This is an optimization exercise on Yosys and OpenROAD, whose aim is small area, a short achievable clock period and few clock cycles per item, not a production implementation.
In this exercise RTL edits were held to simulation tests only and were not proved equivalent to the original.

==> flow/design.v (excerpt) <==
module pulse_shape_fir #(
    parameter int NTAPS = fir_pkg::NTAPS,
    parameter int DW    = fir_pkg::DW,
    parameter int ACCW  = fir_pkg::ACCW
) (
    input  logic                    clk,
    input  logic                    reset_n,
    input  logic [DW-1:0]           sample_in,
    input  logic                    sample_valid,
    output logic                    ready,
    output logic [fir_pkg::CAW-1:0] coef_addr,
    input  logic [DW-1:0]           coef_in,
    output logic [DW-1:0]           y_out,
    output logic                    y_valid,
    output logic                    sample_drop
);
Settings: LEC_CHECK=0, CAP_MARGIN=20, CORE_MARGIN=2, CORE_UTILIZATION=40, PLACE_DENSITY=0.6, SLEW_MARGIN=20, SYNTH_HIERARCHICAL=1; clock period 12.5 ns.
standard.sh (not shown) runs the stock make flow with config.mk's settings and CLKGATE_MAP_FILE= SYNTH_SCRIPT=/design/flow/synth_recipe.tcl, a recipe that flattens the netlist after the stock synthesis.
==> flow/flow/run.sh <==
#!/bin/bash
set -uo pipefail
source flow/knobs.sh
sed 's/yosys synth -nofsm -noshare/yosys synth -nofsm -noshare -noabc/' synth_recipe.tcl > my_synth.tcl
bash standard.sh SYNTH_SCRIPT=$PWD/my_synth.tcl SETUP_SLACK_MARGIN=$REPAIR_MARGIN_NS TNS_END_PERCENT=$TNS_PCT \
  MATCH_CELL_FOOTPRINT=0 "BUFFER_PORTS_ARGS=-buffer_cell $PORT_BUF" finish > flow_make.log 2>&1
rc=$?
tail -30 flow_make.log
exit $rc
==> flow/flow/knobs.sh <==
REPAIR_MARGIN_NS=8.5
TNS_PCT=30
PORT_BUF=sky130_fd_sc_hd__buf_4
The baseline ran to the end with violations: antenna rules.
Testbench counts at the start, summed over its fixed seeds: cycles 5,720, items 960.
Change:
--- a/flow/flow/run.sh
+++ b/flow/flow/run.sh
@@ -6 +6 @@
-  MATCH_CELL_FOOTPRINT=0 "BUFFER_PORTS_ARGS=-buffer_cell $PORT_BUF" finish > flow_make.log 2>&1
+  MATCH_CELL_FOOTPRINT=0 MAX_REPAIR_ANTENNAS_ITER_DRT=$ANT_ITERS MAX_REPAIR_ANTENNAS_ITER_GRT=$ANT_ITERS "BUFFER_PORTS_ARGS=-buffer_cell $PORT_BUF" finish > flow_make.log 2>&1
==> flow/flow/knobs.sh (replaced) <==
REPAIR_MARGIN_NS=8.5
TNS_PCT=30
PORT_BUF=sky130_fd_sc_hd__buf_4
ANT_ITERS=15
--- a/flow/config.mk
+++ b/flow/config.mk
@@ -10,2 +10,2 @@
-export CORE_UTILIZATION = 40
-export PLACE_DENSITY = 0.6
+export CORE_UTILIZATION = 55
+export PLACE_DENSITY = 0.68
What happened: With this change the flow completed with no timing, DRC or antenna violations; via count rose by about 1.2%; final cell count goes down by about 8%; wire length rose by 0.58%; worst setup slack is worse by 0.066 ns; synthesized area does not change; global-route usage rises by 11 points; synthesized cell count does not change; hold slack loses 0.015 ns; clock skew goes down by 0.0076 ns.

* * *

## harbor
Another version of the RTL of pulse_shape_fir (not shown whole).
For scale: about 11000 cells after synthesis.
clock: 12.5 ns
lec_check: 0
cap_margin: 30
core_margin: 2
core_utilization: 58
cts_buf_list: sky130_fd_sc_hd__clkbuf_8
place_density: 0.7
slew_margin: 35
synth_hierarchical: 1
==> flow/flow/run.sh <==
#!/bin/bash
set -uo pipefail
source flow/knobs.sh
sed 's/yosys synth -nofsm -noshare/yosys synth -nofsm -noshare -noabc/' synth_recipe.tcl > my_synth.tcl
bash standard.sh SYNTH_SCRIPT=$PWD/my_synth.tcl SETUP_SLACK_MARGIN=$REPAIR_MARGIN_NS TNS_END_PERCENT=$TNS_PCT \
  MATCH_CELL_FOOTPRINT=0 MAX_REPAIR_ANTENNAS_ITER_DRT=$ANT_ITERS MAX_REPAIR_ANTENNAS_ITER_GRT=$ANT_ITERS "BUFFER_PORTS_ARGS=-buffer_cell $PORT_BUF" finish > flow_make.log 2>&1
rc=$?
tail -30 flow_make.log
exit $rc
==> flow/flow/knobs.sh <==
REPAIR_MARGIN_NS=8.8
TNS_PCT=100
PORT_BUF=sky130_fd_sc_hd__buf_4
ANT_ITERS=15
Testbench counts of harbor, summed over its fixed seeds: cycles 5,720, items 960.
### harbor -> juniper
Settings: removing CTS_BUF_LIST (formerly sky130_fd_sc_hd__clkbuf_8).
==> summary.txt <==
- No stage failed in juniper, and the final checks on the layout all came back clean.
- Taking harbor as the reference, in juniper worst setup slack rose 180 ps; routed wire length about even.
- Cell area after synthesis: juniper vs harbor identical
- | half-perimeter wire length after detailed placement | harbor vs juniper | ≈ equal |
- juniper vs harbor, critical path capture point: coef_addr[5] vs coef_addr[4]
Relative to juniper, the following input files were edited for cedar:
Settings: SLEW_MARGIN: 35 -> 40; CORE_UTILIZATION: 58 -> 70; PLACE_DENSITY: 0.7 -> 0.8; CAP_MARGIN: 30 -> 35.
Results
Diff juniper -> cedar: overall via count from detail_route has increased, total of clock buffers placed in the layout has increased, synthesis-to-layout area growth has decreased, worst reg2reg path depth has decreased. Total global routing track utilization (cedar over juniper): increase, 8.9 points. Compared cedar vs juniper, and hold slack is up in cedar. cedar | stages: all done | timing, DRC, antenna: all pass.
> inputs changed (cedar -> raven)
Settings: PLACE_DENSITY changed from 0.8 to 0.76; CORE_UTILIZATION changed from 70 to 66.
==> comparison <==
raven finished end to end and its layout was clean on timing, DRC and antenna. From cedar to raven the numbers moved as follows: die area rose 12000 sq um; maximum frequency fell 1.7%; final-stage net count about even. Between raven and cedar, the difference in final cell count is negligible. raven ends up with a overall global routing resource usage that is 3.2 points lower than in cedar. Taking cedar as the reference point, the worst-skew pair later-pin latency of raven rises by 30 ps. raven vs cedar, post-synthesis to final-layout area growth went down by 0.18 points. From cedar to raven the numbers moved as follows: number of antenna violations at the first check in global routing moved down, post-route minimum period moved up, fill cell instance count of the final layout moved up.

[what the ideal ports hide]
The results above use ideal ports. As a check the final layouts listed here were re-extracted and re-timed, cells and wires unchanged. Step 1, drivers: a clkbuf_16 drives clk and a buf_2 each remaining input, both assumed. Step 2 moves the port delays by t, midway between the first and last clock arrival at a register: inputs arrive t later, outputs are due t later. That takes back most of the time a late clock gives input paths. a / b / c = ideal / step 1 / step 2; a / b = the first two.
run | shift t [ns] | slack for setup (ns) | hold WS [ns] | slew at the worst register clock pin (ns) | worst slew at a driven data input, ns
the first run of note 1 | 1.014 | 8.495 / 8.401 / 7.792 | 0.300 / 0.300 / 0.300 | 0.07 / 0.07 | 0.06
the second run of note 1 | 0.963 | 8.429 / 8.322 / 7.903 | 0.285 / 0.285 / 0.285 | 0.07 / 0.07 | 0.06
harbor | 1.192 | 8.291 / 8.193 / 8.096 | 0.287 / 0.287 / 0.287 | 0.07 / 0.07 | 0.06
juniper | 0.996 | 8.468 / 8.361 / 8.151 | 0.307 / 0.307 / 0.307 | 0.07 / 0.07 | 0.06
cedar | 0.998 | 8.551 / 8.445 / 8.335 | 0.316 / 0.316 / 0.316 | 0.07 / 0.07 | 0.06
raven | 1.028 | 8.482 / 8.386 / 8.466 | 0.300 / 0.300 / 0.300 | 0.07 / 0.07 | 0.05
The setup slack of the first run of note 1, which loses most, moves by -0.094 ns with the drivers and by -0.703 ns with both steps.
